What follows belongs to an exercise in optimizing a design on an open flow for small area and a short achievable clock period; a production flow would make more cautious choices.
RTL that was checked went through simulation tests only; none was proved equivalent to the original.
Power is estimated from default activity; no workload was simulated.

==> inputs of branch amber <==
Design cray_core_top, start of the top module:
module cray_core_top
(
   input  wire          clk,
   input  wire          rst,
   input  wire  [15:0]  i_nip_nxt,
   input  wire  [63:0]  i_word_nxt,
   input  wire          i_nip_vld,
   output logic [23:0]  o_p_addr,
   output logic         o_clear_ibufs,
   output logic         o_mem_ce,
   output logic [63:0]  o_data_to_mem,
   output logic         o_mem_wr_en
);
clock: 6.0 ns
lec_check: 0
cap_margin: 20
core_margin: 2
core_utilization: 40
slew_margin: 20
run.sh (not shown) runs the stock make flow with config.mk's settings and CLKGATE_MAP_FILE= SYNTH_SCRIPT=/design/flow/synth_recipe.tcl, a recipe that flattens the netlist after the stock synthesis.
==> branch indigo: changes against branch amber <==
--- a/flow/config.mk
+++ b/flow/config.mk
@@ -7,2 +7,3 @@
 export LEC_CHECK = 0
+export ABC_CLOCK_PERIOD_IN_PS = 2500
 export CAP_MARGIN = 20
@@ -10,2 +11,3 @@
 export CORE_UTILIZATION = 40
+export SETUP_SLACK_MARGIN = 3.0
 export SLEW_MARGIN = 20
==> comparison table <==
| metric | branch indigo | branch amber |
|---|---|---|
| Fin crit share | 81.5% | 94.7% |
| Routed wire length | 65700 µm | 55100 µm |
| Cell count after placement | 2159 | 2186 |
| Relative max-transition margin | 34.8% | 28.7% |
| Power density over the cells | 207 nW/µm² | 243 nW/µm² |
| Seq group | 2.45 mW | 2.46 mW |
| Comb power frac | 9.6% | 6.1% |
| TritonRoute pass-1 iters | 6 | 5 |
| Clk pin slew, worst setup/hold paths | 70 ps | 60 ps |
| Flip-flop and latch area | 9460 µm² | 9440 µm² |
| Number of diodes | 2 | 1 |
| Result of the run | complete, no violations | complete, no violations |
| Global-route track usage on met3 | 4.27% | 4.43% |
| Destination of the worst register-to-register timing path | a_rf[0][20]$_DFFE_PP_ | a_rf[0][23]$_DFFE_PP_ |
| Combined area of the multi-input logic cells | 8880 µm² | 7070 µm² |
Function was not checked in any run of this note: the RTL went through the layout flow alone.

========
==> inputs of job 1176 <==
==> flow/design.v <==
`timescale 1ns/1ns
`default_nettype none
package cray_pkg;
   localparam logic [6:0]  VL_RESET    = 7'd64;
   localparam logic [17:0] LIMIT_RESET = 18'h3FFFF;
endpackage
`default_nettype wire
`timescale 1ns/1ns
`default_nettype none
module addr_unit
(
   input  wire  [23:0]  i_x,
   input  wire  [23:0]  i_y,
   input  wire          i_cin,
   output logic [23:0]  o_sum
);
   logic [23:0] g, p;
   logic [23:0] gl [6];
   logic [23:0] pl [6];
   assign g = i_x & i_y;
   assign p = i_x ^ i_y;
   always_comb
   begin
      gl[0] = g;
      pl[0] = p;
      gl[0][0] = g[0] | (p[0] & i_cin);
      for (int l = 0; l < 5; l++)
         for (int b = 0; b < 24; b++)
            if (b >= (1 << l))
            begin
               gl[l+1][b] = gl[l][b] | (pl[l][b] & gl[l][b - (1 << l)]);
               pl[l+1][b] = pl[l][b] & pl[l][b - (1 << l)];
            end
            else
            begin
               gl[l+1][b] = gl[l][b];
               pl[l+1][b] = pl[l][b];
            end
   end
   assign o_sum = p ^ {gl[5][22:0], i_cin};
endmodule
`default_nettype wire
`timescale 1ns/1ns
`default_nettype none
module cray_core_top
(
   input  wire          clk,
   input  wire          rst,
   input  wire  [15:0]  i_nip_nxt,
   input  wire  [63:0]  i_word_nxt,
   input  wire          i_nip_vld,
   output logic [23:0]  o_p_addr,
   output logic         o_clear_ibufs,
   output logic         o_mem_ce,
   output logic [63:0]  o_data_to_mem,
   output logic         o_mem_wr_en
);
   logic s_exec, s_clr, s_fetch, s_wait, s_store, s_load, s_done;
   logic clr_q;
   logic [3:0]  cnt;
   logic [3:0]  cnt_nxt;
   logic        last;
   logic        ctx_rst;
   logic        ctx_rst_nxt;
   logic [7:0]  active_xa;
   logic [7:0]  xa;
   logic [6:0]  vl;
   logic [17:0] base_addr;
   logic [17:0] limit_addr;
   logic [23:0] p_addr;
   logic [23:0] a_rf [8];
   logic [15:0] nip;
   logic        nip_vld;
   logic [2:0]  cls;
   logic [2:0]  ci, cj, ck;
   logic [23:0] op_a, op_b;
   localparam logic [2:0] C_NOP   = 3'b000;
   localparam logic [2:0] C_EXCH  = 3'b001;
   localparam logic [2:0] C_SETVL = 3'b010;
   localparam logic [2:0] C_IMM22 = 3'b100;
   localparam logic [2:0] C_IMM6  = 3'b101;
   localparam logic [2:0] C_ADD   = 3'b110;
   localparam logic [2:0] C_SUB   = 3'b111;
   logic [2:0]  nip_cls;
   logic        exch_req, shift, two_parcel_nip;
   logic        wr_en, set_vl;
   logic [23:0] result, wdata;
   logic        load_a;
   assign last    = &cnt;
   assign cnt_nxt = (s_store || s_load) ? cnt + 4'd1 : 4'd0;
   always_comb
   begin
      case (nip[15:9])
         7'o000, 7'o004: nip_cls = C_EXCH;
         7'o002:         nip_cls = C_SETVL;
         7'o020:         nip_cls = C_IMM22;
         7'o022:         nip_cls = C_IMM6;
         7'o030:         nip_cls = C_ADD;
         7'o031:         nip_cls = C_SUB;
         default:        nip_cls = C_NOP;
      endcase
   end
   assign exch_req       = (cls == C_EXCH);
   assign shift          = s_exec && i_nip_vld && !exch_req;
   assign two_parcel_nip = nip_vld && (nip[15:9] == 7'o020);
   always_ff @(posedge clk)
   begin
      if (rst)
      begin
         s_exec  <= 1'b0;
         s_clr   <= 1'b1;
         s_fetch <= 1'b0;
         s_wait  <= 1'b0;
         s_store <= 1'b0;
         s_load  <= 1'b0;
         s_done  <= 1'b0;
         clr_q   <= 1'b1;
         cnt     <= 4'd0;
      end
      else
      begin
         s_exec  <= (s_exec && !exch_req) || s_done;
         s_clr   <= s_exec && exch_req;
         s_fetch <= s_clr || (s_fetch && !i_nip_vld);
         s_wait  <= s_fetch && i_nip_vld;
         s_store <= s_wait || (s_store && !last);
         s_load  <= (s_store && last) || (s_load && !last);
         s_done  <= s_load && last;
         clr_q   <= (s_exec && exch_req) || (s_load && last);
         cnt     <= cnt_nxt;
      end
   end
   assign ctx_rst_nxt = rst || (ctx_rst && !s_done);
   always_ff @(posedge clk)
      ctx_rst <= ctx_rst_nxt;
   always_ff @(posedge clk)
   begin
      if (rst)
         active_xa <= 8'd0;
      else if (s_exec)
         active_xa <= xa;
   end
   always_ff @(posedge clk)
   begin
      if (s_clr || s_done)
      begin
         nip_vld <= 1'b0;
         cls     <= C_NOP;
      end
      else if (shift)
      begin
         nip_vld <= !two_parcel_nip;
         cls     <= nip_vld ? nip_cls : C_NOP;
      end
   end
   always_ff @(posedge clk)
   begin
      if (shift)
      begin
         nip <= i_nip_nxt;
         ci  <= nip[8:6];
         cj  <= nip[5:3];
         ck  <= nip[2:0];
      end
   end
   logic [23:0] res_q;
   logic        wr_q;
   logic [2:0]  wi_q;
   logic [2:0]  rj;
   logic [23:0] rd_j, rd_k, pre_a, pre_b, imm;
   logic        zero_j, zero_k;
   logic        fa_j, fa_k, fi_j, fi_k, fq_j, fq_k;
   logic        alu_op;
   assign alu_op = cls[2] && cls[1];    
   assign imm    = cls[0] ? {18'd0, cj, ck} : {2'd0, cj, ck, nip};
   assign rj     = s_exec ? nip[5:3] : cnt_nxt[2:0];
   assign rd_j   = a_rf[rj];
   assign rd_k   = a_rf[nip[2:0]];
   assign zero_j = s_exec && (nip[5:3] == 3'd0);    
   assign zero_k = (nip[2:0] == 3'd0);
   assign fa_j   = s_exec && cls[2] && (ci == nip[5:3]) && !zero_j &&  cls[1];
   assign fi_j   = s_exec && cls[2] && (ci == nip[5:3]) && !zero_j && !cls[1];
   assign fa_k   = cls[2] && (ci == nip[2:0]) && !zero_k &&  cls[1];
   assign fi_k   = cls[2] && (ci == nip[2:0]) && !zero_k && !cls[1];
   assign fq_j   = s_exec && wr_q && (wi_q == nip[5:3]) && !zero_j;
   assign fq_k   = wr_q && (wi_q == nip[2:0]) && !zero_k;
   assign pre_a  = fi_j ? imm : fq_j ? res_q : zero_j ? 24'd0 : rd_j;
   assign pre_b  = fi_k ? imm : fq_k ? res_q : zero_k ? 24'd0 : rd_k;
   logic [23:0] sum;
   logic        sub;
   assign sub = cls[0];
   addr_unit u_add (.i_x(op_a), .i_y(op_b ^ {24{sub}}), .i_cin(sub), .o_sum(sum));
   always_ff @(posedge clk)
   begin
      if (shift || s_wait || s_store)
         op_a <= fa_j ? sum : pre_a;
      if (shift)
         op_b <= fa_k ? sum : pre_b;
   end
   assign wr_en  = shift && cls[2];
   assign set_vl = shift && (cls == C_SETVL);
   assign result = alu_op ? sum : imm;
   assign load_a = s_load && !cnt[3];
   assign wdata  = s_load ? i_word_nxt[23:0] : res_q;
   always_ff @(posedge clk)
   begin
      res_q <= result;
      wr_q  <= wr_en;
      wi_q  <= ci;
   end
   always_ff @(posedge clk)
   begin
      for (int n = 0; n < 8; n++)
         if ((load_a && cnt[2:0] == 3'(n)) || (wr_q && wi_q == 3'(n)))
            a_rf[n] <= wdata;
   end
   logic [23:0] p_inc;
   always_comb
      for (int b = 0; b < 24; b++)
         p_inc[b] = p_addr[b] ^ (&(p_addr | ~((24'd1 << b) - 24'd1)));
   always_ff @(posedge clk)
   begin
      if (shift)
         p_addr <= p_inc;
      else if (s_load && cnt == 4'd0)
         p_addr <= i_word_nxt[47:24];
   end
   always_ff @(posedge clk)
   begin
      if (s_load && cnt == 4'd1) base_addr  <= i_word_nxt[45:28];
      if (s_load && cnt == 4'd2) limit_addr <= i_word_nxt[45:28];
      if (s_load && cnt == 4'd3) xa         <= i_word_nxt[47:40];
      if (s_load && cnt == 4'd3)
         vl <= i_word_nxt[39:33];
      else if (set_vl)
         vl <= (ck == 3'd0) ? 7'd1 : op_b[6:0];    
   end
   logic sel_a, sel_p, sel_b, sel_l, sel_l1, sel_x, sel_v, sel_v1;
   always_ff @(posedge clk)
   begin
      sel_a  <= !cnt_nxt[3] && !ctx_rst_nxt;
      sel_p  <= (cnt_nxt == 4'd0) && !ctx_rst_nxt;
      sel_b  <= (cnt_nxt == 4'd1) && !ctx_rst_nxt;
      sel_l  <= (cnt_nxt == 4'd2) && !ctx_rst_nxt;
      sel_l1 <= (cnt_nxt == 4'd2) &&  ctx_rst_nxt;
      sel_x  <= (cnt_nxt == 4'd3);
      sel_v  <= (cnt_nxt == 4'd3) && !ctx_rst_nxt;
      sel_v1 <= (cnt_nxt == 4'd3) &&  ctx_rst_nxt;
   end
   logic [23:0] st_hi;
   assign st_hi = ({24{sel_p}} & p_addr)
                | ({24{sel_b}} & {2'd0, base_addr, 4'd0})
                | ({24{sel_l}} & {2'd0, limit_addr, 4'd0})
                | ({24{sel_l1}} & {2'd0, cray_pkg::LIMIT_RESET, 4'd0})
                | ({24{sel_x}} & {active_xa, 16'd0})
                | ({24{sel_v}} & {8'd0, vl, 9'd0})
                | ({24{sel_v1}} & {8'd0, cray_pkg::VL_RESET, 9'd0});
   assign o_p_addr      = s_exec ? p_addr : {10'd0, active_xa, cnt, 2'b00};
   assign o_clear_ibufs = clr_q;
   assign o_mem_ce      = s_store;
   assign o_mem_wr_en   = s_store;
   assign o_data_to_mem = {16'd0, st_hi, op_a & {24{sel_a}}};
endmodule
`default_nettype wire
==> flow/flow/run.sh <==
#!/bin/bash
# Standard ORFS layout (the standard.sh, standard synthesis unchanged),
# except that buffer_ports puts plain buf_2 buffers on the I/O ports instead
# of the delay buffers it picks by default.
# Full make output goes to make.log; ORFS keeps each step's log in orfs/logs.
set -euo pipefail
export BUFFER_PORTS_ARGS="-buffer_cell sky130_fd_sc_hd__buf_2"
bash standard.sh > make.log 2>&1
==> flow/standard.sh <==
#!/bin/bash
# synth_recipe.tcl (not shown) runs the flow's synth.tcl, then flattens the netlist and writes it again
# the make line also repeats each setting of config.mk as NAME=value (left out here)
make -C /OpenROAD-flow-scripts/flow DESIGN_CONFIG=/design/flow/config.mk WORK_HOME=/design/flow/orfs CLKGATE_MAP_FILE= SYNTH_SCRIPT=/design/flow/synth_recipe.tcl "${@:-finish}"
==> flow/config.mk <==
export PLATFORM = sky130hd
export DESIGN_NAME = cray_core_top
export DESIGN_NICKNAME = cray_core_top
export VERILOG_FILES = /design/flow/design.v
export SDC_FILE = /design/flow/constraint.sdc
export NUM_CORES = 4
export LEC_CHECK = 0
export CAP_MARGIN = 20
export CORE_MARGIN = 2
export CORE_UTILIZATION = 55
export SETUP_SLACK_MARGIN = 3.0
export SLEW_MARGIN = 20
==> flow/constraint.sdc <==
create_clock -name core_clock -period 6.0 [get_ports {clk}]
set_input_delay 1.2000 -clock core_clock [delete_from_list [all_inputs] [get_ports {clk}]]
set_output_delay 1.2000 -clock core_clock [all_outputs]
set_load 0.01 [all_outputs]
==> job 7133: changes against job 1176 <==
--- a/flow/design.v
+++ b/flow/design.v
@@ -4,41 +4,6 @@
    localparam logic [6:0]  VL_RESET    = 7'd64;
    localparam logic [17:0] LIMIT_RESET = 18'h3FFFF;
 endpackage
-`default_nettype wire
-`timescale 1ns/1ns
-`default_nettype none
-module addr_unit
-(
-   input  wire  [23:0]  i_x,
-   input  wire  [23:0]  i_y,
-   input  wire          i_cin,
-   output logic [23:0]  o_sum
-);
-   logic [23:0] g, p;
-   logic [23:0] gl [6];
-   logic [23:0] pl [6];
-   assign g = i_x & i_y;
-   assign p = i_x ^ i_y;
-   always_comb
-   begin
-      gl[0] = g;
-      pl[0] = p;
-      gl[0][0] = g[0] | (p[0] & i_cin);
-      for (int l = 0; l < 5; l++)
-         for (int b = 0; b < 24; b++)
-            if (b >= (1 << l))
-            begin
-               gl[l+1][b] = gl[l][b] | (pl[l][b] & gl[l][b - (1 << l)]);
-               pl[l+1][b] = pl[l][b] & pl[l][b - (1 << l)];
-            end
-            else
-            begin
-               gl[l+1][b] = gl[l][b];
-               pl[l+1][b] = pl[l][b];
-            end
-   end
-   assign o_sum = p ^ {gl[5][22:0], i_cin};
-endmodule
 `default_nettype wire
 `timescale 1ns/1ns
 `default_nettype none
@@ -84,7 +49,7 @@
    logic [2:0]  nip_cls;
    logic        exch_req, shift, two_parcel_nip;
    logic        wr_en, set_vl;
-   logic [23:0] result, wdata;
+   logic [23:0] sum, result, wdata;
    logic        load_a;
    assign last    = &cnt;
    assign cnt_nxt = (s_store || s_load) ? cnt + 4'd1 : 4'd0;
@@ -163,55 +128,59 @@
          ck  <= nip[2:0];
       end
    end
-   logic [23:0] res_q;
-   logic        wr_q;
-   logic [2:0]  wi_q;
    logic [2:0]  rj;
-   logic [23:0] rd_j, rd_k, pre_a, pre_b, imm;
-   logic        zero_j, zero_k;
-   logic        fa_j, fa_k, fi_j, fi_k, fq_j, fq_k;
-   logic        alu_op;
-   assign alu_op = cls[2] && cls[1];    
-   assign imm    = cls[0] ? {18'd0, cj, ck} : {2'd0, cj, ck, nip};
+   logic [23:0] rd_j, rd_k;
+   logic        fwd_j, fwd_k, zero_j, zero_k;
    assign rj     = s_exec ? nip[5:3] : cnt_nxt[2:0];
    assign rd_j   = a_rf[rj];
    assign rd_k   = a_rf[nip[2:0]];
    assign zero_j = s_exec && (nip[5:3] == 3'd0);    
    assign zero_k = (nip[2:0] == 3'd0);
-   assign fa_j   = s_exec && cls[2] && (ci == nip[5:3]) && !zero_j &&  cls[1];
-   assign fi_j   = s_exec && cls[2] && (ci == nip[5:3]) && !zero_j && !cls[1];
-   assign fa_k   = cls[2] && (ci == nip[2:0]) && !zero_k &&  cls[1];
-   assign fi_k   = cls[2] && (ci == nip[2:0]) && !zero_k && !cls[1];
-   assign fq_j   = s_exec && wr_q && (wi_q == nip[5:3]) && !zero_j;
-   assign fq_k   = wr_q && (wi_q == nip[2:0]) && !zero_k;
-   assign pre_a  = fi_j ? imm : fq_j ? res_q : zero_j ? 24'd0 : rd_j;
-   assign pre_b  = fi_k ? imm : fq_k ? res_q : zero_k ? 24'd0 : rd_k;
-   logic [23:0] sum;
+   assign fwd_j  = s_exec && cls[2] && (ci == nip[5:3]) && !zero_j;
+   assign fwd_k  = cls[2] && (ci == nip[2:0]) && !zero_k;
+   always_ff @(posedge clk)
+   begin
+      if (shift || s_wait || s_store)
+         op_a <= fwd_j ? result : zero_j ? 24'd0 : rd_j;
+      if (shift)
+         op_b <= fwd_k ? result : zero_k ? 24'd0 : rd_k;
+   end
+   logic [23:0] bk, g, p;
+   logic [23:0] gg [6];
+   logic [23:0] pp [6];
    logic        sub;
    assign sub = cls[0];
-   addr_unit u_add (.i_x(op_a), .i_y(op_b ^ {24{sub}}), .i_cin(sub), .o_sum(sum));
-   always_ff @(posedge clk)
-   begin
-      if (shift || s_wait || s_store)
-         op_a <= fa_j ? sum : pre_a;
-      if (shift)
-         op_b <= fa_k ? sum : pre_b;
-   end
+   assign bk  = op_b ^ {24{sub}};
+   assign g   = op_a & bk;
+   assign p   = op_a ^ bk;
+   always_comb
+   begin
+      gg[0] = g;
+      pp[0] = p;
+      gg[0][0] = g[0] | (p[0] & sub);    
+      for (int l = 0; l < 5; l++)
+         for (int b = 0; b < 24; b++)
+            if (b >= (1 << l))
+            begin
+               gg[l+1][b] = gg[l][b] | (pp[l][b] & gg[l][b - (1 << l)]);
+               pp[l+1][b] = pp[l][b] & pp[l][b - (1 << l)];
+            end
+            else
+            begin
+               gg[l+1][b] = gg[l][b];
+               pp[l+1][b] = pp[l][b];
+            end
+   end
+   assign sum = p ^ {gg[5][22:0], sub};
    assign wr_en  = shift && cls[2];
    assign set_vl = shift && (cls == C_SETVL);
-   assign result = alu_op ? sum : imm;
+   assign result = cls[1] ? sum : cls[0] ? {18'd0, cj, ck} : {2'd0, cj, ck, nip};
    assign load_a = s_load && !cnt[3];
-   assign wdata  = s_load ? i_word_nxt[23:0] : res_q;
-   always_ff @(posedge clk)
-   begin
-      res_q <= result;
-      wr_q  <= wr_en;
-      wi_q  <= ci;
-   end
+   assign wdata  = s_load ? i_word_nxt[23:0] : result;
    always_ff @(posedge clk)
    begin
       for (int n = 0; n < 8; n++)
-         if ((load_a && cnt[2:0] == 3'(n)) || (wr_q && wi_q == 3'(n)))
+         if ((load_a && cnt[2:0] == 3'(n)) || (wr_en && ci == 3'(n)))
             a_rf[n] <= wdata;
    end
    logic [23:0] p_inc;
- CTS_CLUSTER_DIAMETER: not set -> 80
- CTS_CLUSTER_SIZE: not set -> 30
- SETUP_SLACK_MARGIN: 3.0 -> 2.8
==> job 1077: changes against job 1176 <==
--- a/flow/design.v
+++ b/flow/design.v
@@ -163,55 +163,38 @@
          ck  <= nip[2:0];
       end
    end
-   logic [23:0] res_q;
-   logic        wr_q;
-   logic [2:0]  wi_q;
    logic [2:0]  rj;
-   logic [23:0] rd_j, rd_k, pre_a, pre_b, imm;
-   logic        zero_j, zero_k;
-   logic        fa_j, fa_k, fi_j, fi_k, fq_j, fq_k;
-   logic        alu_op;
-   assign alu_op = cls[2] && cls[1];    
-   assign imm    = cls[0] ? {18'd0, cj, ck} : {2'd0, cj, ck, nip};
+   logic [23:0] rd_j, rd_k;
+   logic        fwd_j, fwd_k, zero_j, zero_k;
    assign rj     = s_exec ? nip[5:3] : cnt_nxt[2:0];
    assign rd_j   = a_rf[rj];
    assign rd_k   = a_rf[nip[2:0]];
    assign zero_j = s_exec && (nip[5:3] == 3'd0);    
    assign zero_k = (nip[2:0] == 3'd0);
-   assign fa_j   = s_exec && cls[2] && (ci == nip[5:3]) && !zero_j &&  cls[1];
-   assign fi_j   = s_exec && cls[2] && (ci == nip[5:3]) && !zero_j && !cls[1];
-   assign fa_k   = cls[2] && (ci == nip[2:0]) && !zero_k &&  cls[1];
-   assign fi_k   = cls[2] && (ci == nip[2:0]) && !zero_k && !cls[1];
-   assign fq_j   = s_exec && wr_q && (wi_q == nip[5:3]) && !zero_j;
-   assign fq_k   = wr_q && (wi_q == nip[2:0]) && !zero_k;
-   assign pre_a  = fi_j ? imm : fq_j ? res_q : zero_j ? 24'd0 : rd_j;
-   assign pre_b  = fi_k ? imm : fq_k ? res_q : zero_k ? 24'd0 : rd_k;
-   logic [23:0] sum;
-   logic        sub;
-   assign sub = cls[0];
-   addr_unit u_add (.i_x(op_a), .i_y(op_b ^ {24{sub}}), .i_cin(sub), .o_sum(sum));
+   assign fwd_j  = s_exec && cls[2] && (ci == nip[5:3]) && !zero_j;
+   assign fwd_k  = cls[2] && (ci == nip[2:0]) && !zero_k;
    always_ff @(posedge clk)
    begin
       if (shift || s_wait || s_store)
-         op_a <= fa_j ? sum : pre_a;
+         op_a <= fwd_j ? result : zero_j ? 24'd0 : rd_j;
       if (shift)
-         op_b <= fa_k ? sum : pre_b;
-   end
+         op_b <= fwd_k ? result : zero_k ? 24'd0 : rd_k;
+   end
+   logic [23:0] sum_add, sum_sub;
+   addr_unit u_add (.i_x(op_a), .i_y(op_b),  .i_cin(1'b0), .o_sum(sum_add));
+   addr_unit u_sub (.i_x(op_a), .i_y(~op_b), .i_cin(1'b1), .o_sum(sum_sub));
    assign wr_en  = shift && cls[2];
    assign set_vl = shift && (cls == C_SETVL);
-   assign result = alu_op ? sum : imm;
+   assign result = ({24{cls == C_ADD}}   & sum_add)
+                 | ({24{cls == C_SUB}}   & sum_sub)
+                 | ({24{cls == C_IMM6}}  & {18'd0, cj, ck})
+                 | ({24{cls == C_IMM22}} & {2'd0, cj, ck, nip});
    assign load_a = s_load && !cnt[3];
-   assign wdata  = s_load ? i_word_nxt[23:0] : res_q;
-   always_ff @(posedge clk)
-   begin
-      res_q <= result;
-      wr_q  <= wr_en;
-      wi_q  <= ci;
-   end
+   assign wdata  = result | ({24{s_load}} & i_word_nxt[23:0]);
    always_ff @(posedge clk)
    begin
       for (int n = 0; n < 8; n++)
-         if ((load_a && cnt[2:0] == 3'(n)) || (wr_q && wi_q == 3'(n)))
+         if ((load_a && cnt[2:0] == 3'(n)) || (wr_en && ci == 3'(n)))
             a_rf[n] <= wdata;
    end
    logic [23:0] p_inc;
==> flow/flow/run.sh (replaced) <==
#!/bin/bash
# Standard ORFS layout (the standard.sh, standard synthesis unchanged),
# except that the I/O port buffers are plain buffers instead of the delay
# buffers buffer_ports picks by default. Full make output goes to make.log.
set -euo pipefail
export BUFFER_PORTS_ARGS="-buffer_cell sky130_fd_sc_hd__buf_2"
bash standard.sh > make.log 2>&1
- CORE_UTILIZATION: 55 -> 40
==> impl_results.md <==
* Share of Yosys cell area claimed by the top area cell type at 50.7%
* Die area at ~52000 µm²
* RR Startpoint: op_b[5]
* Status: finished clean
* Ratio of final minimum period to clock period at between 50% and 60%
* Initial Util at approximately two fifths
* CP startpoint: op_b[5]
* CTS Buf Count at between 40 and 50
* CTS H-tree depth at 2
* Diode count at 3
* DIE WIDTH at around 230 µm
* Clock-pin slew on the worst setup and hold paths at 60 ps
the above is filed under job 1077

==> impl_results.md <==
* Status: finished clean
* RR Startpoint: cls[0]
* Share of Yosys cell area claimed by the top area cell type at between 40% and 50%
* DIE WIDTH at between 150 and 200 µm
* Initial antenna violation count at 1
* CTS H-tree depth at 2
* First-pass GRT wire length at 95500 µm
* Clock-pin slew on the worst setup and hold paths at ~70 ps
* Final setup fails at 0
* Diode count at 1
* Initial Util at between 50% and 60%
the above is filed under job 1176

==> impl_results.md <==
* Placed insts at approximately 2.1k
* Ratio of final minimum period to clock period at approximately 55%
* Die area at approximately 36000 µm²
* DIE WIDTH at 190 µm
* Prevailing post-synth register cell: edfxtp_1
* CTS Buf Count at 22
* R2R depth at 7
* CTS H-tree depth at 1
* Tap cell count at about 450
* Drc violations at 0
* Diode count at 0
* Status: finished clean
* GR Util met3 at under 10%
* Share of Yosys cell area claimed by the top area cell type at 53.9%
* Clock-pin slew on the worst setup and hold paths at 110 ps
* # Max-Cap Violations at 0
the above is filed under job 7133

Function not checked in job 1176 and job 1077: the RTL went through the layout flow alone.

[static timing again, ports no longer ideal]
In the flow no input, the clock included, has a driving cell. The finished layouts below were timed again as built, in two steps.
Step 1: set_driving_cell puts a clkbuf_16 on clk and a buf_2 on each other input, an assumption about the parent block.
Step 2, shift: input delay + t, output delay - t, t = (earliest + latest rising clock arrival at the registers) / 2. This alone moves slack from input paths to output paths.
Three values: ideal, step 1, step 2; two values: the first two.
| run | shift t [ns] | setup slack, ns | slew at the worst register clock pin (ns) | worst slew at a driven data input, ns |
|---|---|---|---|---|
| branch amber | 0.617 | 0.319 / 0.319 / 0.319 | 0.06 / 0.06 | 0.07 |
| branch indigo | 0.598 | 1.110 / 1.110 / 1.110 | 0.07 / 0.07 | 0.09 |
| job 1176 | 0.636 | 2.983 / 2.983 / 2.962 | 0.07 / 0.07 | 0.05 |
| job 7133 | 0.607 | 2.718 / 2.718 / 2.707 | 0.12 / 0.12 | 0.07 |
| job 1077 | 0.628 | 2.945 / 2.945 / 2.945 | 0.06 / 0.06 | 0.09 |
After both steps every run listed still meets setup and hold. The setup slack of job 1176, which loses most, moves by 0.000 ns with the drivers and by -0.021 ns with both steps.
